This is an optimization exercise on Yosys and OpenROAD, whose aim is small area, a short achievable clock period and few clock cycles per item, not a production implementation.
Function was checked by simulation only, so behaviour that the tests miss may differ from the original.
Power is estimated from default activity; no workload was simulated.

== P ==
==> module lru_key_value_cache_unit, before the edit <==
module lru_key_value_cache_unit #(
    parameter int MAX_ENTRIES = lkvc_pkg::MAX_ENTRIES,
    parameter int KEY_BITS    = lkvc_pkg::KEY_BITS,
    parameter int VALUE_BITS  = lkvc_pkg::VALUE_BITS,
    localparam int TDATA_W    = ((KEY_BITS + VALUE_BITS + 7) / 8) * 8
) (
    input  wire                                  aclk,
    input  wire                                  aresetn,
    input  wire                                  psel,
    input  wire                                  penable,
    input  wire                                  pwrite,
    input  wire  [lkvc_pkg::APB_ADDR_BITS-1:0]   paddr,
    input  wire  [lkvc_pkg::APB_DATA_BITS-1:0]   pwdata,
    output logic [lkvc_pkg::APB_DATA_BITS-1:0]   prdata,
    output logic                                 pready,
    input  wire                                  s_axis_tvalid,
    output logic                                 s_axis_tready,
    input  wire  [TDATA_W-1:0]                   s_axis_tdata,   
    input  wire  [0:0]                           s_axis_tuser,   
    output logic                                 m_axis_tvalid,
    input  wire                                  m_axis_tready,
    output logic [TDATA_W-1:0]                   m_axis_tdata,   
    output logic [1:0]                           m_axis_tuser    
);
    localparam int N = MAX_ENTRIES;
    localparam int CAP_BITS = lkvc_pkg::CAP_BITS;
    logic [CAP_BITS-1:0] cap_reg;
    logic                cfg_wr;
    assign pready = 1'b1;
    assign cfg_wr = psel && penable && pwrite && (paddr == lkvc_pkg::REG_CAPACITY_ADR);
    logic [CAP_BITS-1:0] rdata_q;
    always_ff @(posedge aclk) begin
        rdata_q <= (paddr == lkvc_pkg::REG_CAPACITY_ADR) ? cap_reg : '0;
    end
    assign prdata = lkvc_pkg::APB_DATA_BITS'(rdata_q);
    always_ff @(posedge aclk) begin
        if (!aresetn) begin
            cap_reg <= lkvc_pkg::CAP_RESET;
        end else if (cfg_wr) begin
            cap_reg <= pwdata[CAP_BITS-1:0];
        end
    end
    logic                  r_valid;
    logic                  r_op;
    logic [KEY_BITS-1:0]   r_key;
    logic [VALUE_BITS-1:0] r_val;
    logic                  m_valid;
    logic                  m_hit;
    logic                  m_ev;
    logic [VALUE_BITS-1:0] m_val;
    logic [KEY_BITS-1:0]   m_evkey;
    logic stall, fire;
    assign stall         = m_valid && !m_axis_tready;
    assign fire          = r_valid && !stall;
    assign s_axis_tready = !(r_valid && stall);
    logic [KEY_BITS-1:0]   key_q [N];
    logic [VALUE_BITS-1:0] val_q [N];
    logic [N-1:0]          vld_q;
    logic [N-1:0]          pre_q;     
    logic                  full_q;    
    logic [N-1:0]          eq;        
    logic                  hit;
    logic                  grow;      
    logic                  full_keep, full_grow;
    logic [N-1:0]          last;      
    logic [N-1:0]          pm;        
    logic [N-1:0]          upd;       
    logic [N-1:0]          en;        
    logic                  put_miss;
    logic                  evict;
    logic [VALUE_BITS-1:0] rd_val;
    logic [KEY_BITS-1:0]   ev_key;    
    logic [N-1:0]          s_eq;      
    logic [N-1:0]          s_pre;     
    logic                  s_eq_r;    
    logic [N-1:0]          drop;      
    logic [N-1:0]          pre_d;
    always_comb begin
        for (int i = 0; i < N; i++) begin
            eq[i] = pre_q[i] && ((i < N - 1) ? !pre_q[(i < N - 1) ? i + 1 : i] : 1'b1);
        end
        hit  = pre_q[0];
        for (int i = 0; i < N; i++) begin
            last[i] = vld_q[i] && ((i < N - 1) ? !vld_q[(i < N - 1) ? i + 1 : i] : 1'b1);
            pm[i]   = full_q ? vld_q[i] : ((i > 0) ? vld_q[(i > 0) ? i - 1 : i] : 1'b1);
        end
        put_miss = r_op && !hit;
        evict    = put_miss && full_q;
        grow     = fire && put_miss && !full_q;
        for (int i = 0; i < N; i++) begin
            upd[i] = pre_q[i] || (put_miss && pm[i]);
            en[i]  = fire && upd[i];
        end
        rd_val = '0;
        ev_key = '0;
        for (int i = 0; i < N; i++) begin
            rd_val = rd_val | (eq[i] ? val_q[i] : '0);
            ev_key = ev_key | (last[i] ? key_q[i] : '0);
        end
        s_eq_r = (s_axis_tdata[KEY_BITS-1:0] == r_key);
        for (int i = 0; i < N; i++) begin
            drop[i] = r_valid && ((hit && eq[i]) || (evict && last[i]));
            s_eq[i] = vld_q[i] && !drop[i] && (s_axis_tdata[KEY_BITS-1:0] == key_q[i]);
        end
        for (int i = N - 1; i >= 0; i--) begin
            s_pre[i] = s_eq[i] || ((i < N - 1) ? s_pre[(i < N - 1) ? i + 1 : i] : 1'b0);
        end
        for (int i = 0; i < N; i++) begin
            if (!(r_valid && upd[i])) begin
                pre_d[i] = s_pre[i];
            end else if (i == 0) begin
                pre_d[i] = s_eq_r || s_pre[0];
            end else begin
                pre_d[i] = s_pre[(i > 0) ? i - 1 : i];
            end
        end
    end
    always_ff @(posedge aclk) begin
        if (en[0]) begin
            key_q[0] <= r_key;
            val_q[0] <= r_op ? r_val : rd_val;
        end
        for (int i = 1; i < N; i++) begin
            if (en[i]) begin
                key_q[i] <= key_q[i-1];
                val_q[i] <= val_q[i-1];
            end
        end
    end
    always_ff @(posedge aclk) begin
        if (!aresetn) begin
            vld_q <= '0;
        end else if (grow) begin
            vld_q <= {vld_q[N-2:0], 1'b1};
        end
    end
    logic [2**CAP_BITS-1:0] n_ge_keep, n_ge_grow;
    always_comb begin
        for (int c = 0; c < 2**CAP_BITS; c++) begin
            if (c == 0) begin
                n_ge_keep[c] = vld_q[0];
                n_ge_grow[c] = 1'b1;
            end else if (c <= N) begin
                n_ge_keep[c] = vld_q[(c <= N) ? c - 1 : 0];
                n_ge_grow[c] = (c == 1) ? 1'b1 : vld_q[(c <= N && c >= 2) ? c - 2 : 0];
            end else begin
                n_ge_keep[c] = vld_q[N-1];
                n_ge_grow[c] = vld_q[N-2];
            end
        end
        full_keep = n_ge_keep[cap_reg];
        full_grow = n_ge_grow[cap_reg];
    end
    always_ff @(posedge aclk) begin
        if (!aresetn) begin
            full_q <= 1'b0;
        end else begin
            full_q <= grow ? full_grow : full_keep;
        end
    end
    always_ff @(posedge aclk) begin
        if (!aresetn) begin
            r_valid <= 1'b0;
        end else if (s_axis_tready) begin
            r_valid <= s_axis_tvalid;
        end
    end
    always_ff @(posedge aclk) begin
        if (s_axis_tready) begin
            r_op  <= s_axis_tuser[0];
            r_key <= s_axis_tdata[KEY_BITS-1:0];
            r_val <= s_axis_tdata[KEY_BITS +: VALUE_BITS];
            pre_q <= pre_d;
        end
    end
    always_ff @(posedge aclk) begin
        if (!aresetn) begin
            m_valid <= 1'b0;
        end else if (!stall) begin
            m_valid <= r_valid;
        end
    end
    always_ff @(posedge aclk) begin
        if (!stall) begin
            m_hit    <= hit;
            m_ev     <= evict;
            m_val    <= r_op ? {VALUE_BITS{1'b0}} : rd_val;
            m_evkey  <= evict ? ev_key : {KEY_BITS{1'b0}};
        end
    end
    assign m_axis_tvalid = m_valid;
    assign m_axis_tuser  = {m_ev, m_hit};
    assign m_axis_tdata  = TDATA_W'({m_evkey, m_val});
endmodule
Settings: LEC_CHECK=0, ABC_CLOCK_PERIOD_IN_PS=2500, CAP_MARGIN=20, CORE_MARGIN=2, CORE_UTILIZATION=40, SETUP_SLACK_MARGIN=2.5, SLEW_MARGIN=20; clock period 5.0 ns.
run.sh (not shown) runs the stock make flow with config.mk's settings and CLKGATE_MAP_FILE= SYNTH_SCRIPT=/design/flow/synth_recipe.tcl, a recipe that flattens the netlist after the stock synthesis.
Testbench counts of P, summed over its fixed seeds: cycles 4,816, items 4,800.
The inputs of Q differ from those of P as listed below.
--- a/flow/design.v
+++ b/flow/design.v
@@ -51,10 +51,21 @@
             cap_reg <= lkvc_pkg::CAP_RESET;
         end else if (cfg_wr) begin
             cap_reg <= pwdata[CAP_BITS-1:0];
         end
     end
+    logic [N-1:0] capm;
+    always_comb begin
+        capm = '0;
+        if (cap_reg == '0) begin
+            capm[0] = 1'b1;
+        end else if (int'(cap_reg) > N) begin
+            capm[N-1] = 1'b1;
+        end else begin
+            capm[cap_reg - 1'b1] = 1'b1;
+        end
+    end
     logic                  r_valid;
     logic                  r_op;
     logic [KEY_BITS-1:0]   r_key;
     logic [VALUE_BITS-1:0] r_val;
     logic                  m_valid;
@@ -75,11 +86,10 @@
     logic                  hit;
     logic                  grow;      
     logic                  full_keep, full_grow;
     logic [N-1:0]          last;      
     logic [N-1:0]          pm;        
-    logic [N-1:0]          upd;       
     logic [N-1:0]          en;        
     logic                  put_miss;
     logic                  evict;
     logic [VALUE_BITS-1:0] rd_val;
     logic [KEY_BITS-1:0]   ev_key;    
@@ -99,29 +109,28 @@
         end
         put_miss = r_op && !hit;
         evict    = put_miss && full_q;
         grow     = fire && put_miss && !full_q;
         for (int i = 0; i < N; i++) begin
-            upd[i] = pre_q[i] || (put_miss && pm[i]);
-            en[i]  = fire && upd[i];
+            en[i] = fire && (pre_q[i] || (put_miss && pm[i]));
         end
         rd_val = '0;
         ev_key = '0;
         for (int i = 0; i < N; i++) begin
             rd_val = rd_val | (eq[i] ? val_q[i] : '0);
             ev_key = ev_key | (last[i] ? key_q[i] : '0);
         end
         s_eq_r = (s_axis_tdata[KEY_BITS-1:0] == r_key);
         for (int i = 0; i < N; i++) begin
-            drop[i] = r_valid && ((hit && eq[i]) || (evict && last[i]));
+            drop[i] = fire && ((hit && eq[i]) || (evict && last[i]));
             s_eq[i] = vld_q[i] && !drop[i] && (s_axis_tdata[KEY_BITS-1:0] == key_q[i]);
         end
         for (int i = N - 1; i >= 0; i--) begin
             s_pre[i] = s_eq[i] || ((i < N - 1) ? s_pre[(i < N - 1) ? i + 1 : i] : 1'b0);
         end
         for (int i = 0; i < N; i++) begin
-            if (!(r_valid && upd[i])) begin
+            if (!en[i]) begin
                 pre_d[i] = s_pre[i];
             end else if (i == 0) begin
                 pre_d[i] = s_eq_r || s_pre[0];
             end else begin
                 pre_d[i] = s_pre[(i > 0) ? i - 1 : i];
@@ -145,26 +154,13 @@
             vld_q <= '0;
         end else if (grow) begin
             vld_q <= {vld_q[N-2:0], 1'b1};
         end
     end
-    logic [2**CAP_BITS-1:0] n_ge_keep, n_ge_grow;
     always_comb begin
-        for (int c = 0; c < 2**CAP_BITS; c++) begin
-            if (c == 0) begin
-                n_ge_keep[c] = vld_q[0];
-                n_ge_grow[c] = 1'b1;
-            end else if (c <= N) begin
-                n_ge_keep[c] = vld_q[(c <= N) ? c - 1 : 0];
-                n_ge_grow[c] = (c == 1) ? 1'b1 : vld_q[(c <= N && c >= 2) ? c - 2 : 0];
-            end else begin
-                n_ge_keep[c] = vld_q[N-1];
-                n_ge_grow[c] = vld_q[N-2];
-            end
-        end
-        full_keep = n_ge_keep[cap_reg];
-        full_grow = n_ge_grow[cap_reg];
+        full_keep = |(capm & vld_q);
+        full_grow = |(capm & {vld_q[N-2:0], 1'b1});
     end
     always_ff @(posedge aclk) begin
         if (!aresetn) begin
             full_q <= 1'b0;
         end else begin
==> comparison <==
- In Q, fmax is lower than in P.
- The standard cells in Q occupy more silicon area than those in P do.
- Q does worse than P on clock period minus worst slack.
- Q does worse than P on clock network power consumption.
- Compare Q and P | fraction of standard cell area that is sequential higher: P
- Compared with P, pin count of the biggest net entering global routing in Q increased by more than a quarter.
- Relative to P, the insertion delay to the later sink of the worst-skew pair of Q is higher by 20 ps.
- Y dimension of the die of P is on par with Q.
Testbench counts of Q, summed over its fixed seeds: cycles 4,816, items 4,800.

static timing again, ports no longer ideal:
No port has a modelled driver above. Below, the same layouts with a new extraction and two added sets of constraints.
Step 1: set_driving_cell puts a clkbuf_16 on aclk and a buf_2 on each other input, an assumption about the parent block.
Step 2, shift: input delay + t, output delay - t, t = (earliest + latest rising clock arrival at the registers) / 2. This alone moves slack from input paths to output paths.
Slacks: no drivers / after step 1 / after step 2; pairs: no drivers / after step 1.
| run | t (ns) | slack for setup (ns) | latest minus earliest clock arrival (ns) | slew at the worst register clock pin (ns) | worst data-port slew with drivers (ns) |
|---|---|---|---|---|---|
| P | 0.724 | 2.422 / 2.388 / 1.733 | 0.049 / 0.049 | 0.07 / 0.07 | 0.11 |
| Q | 0.740 | 2.348 / 2.313 / 1.783 | 0.066 / 0.067 | 0.07 / 0.07 | 0.06 |
After both steps every run listed still meets setup and hold. The setup slack of P, which loses most, moves by -0.034 ns with the drivers and by -0.689 ns with both steps.
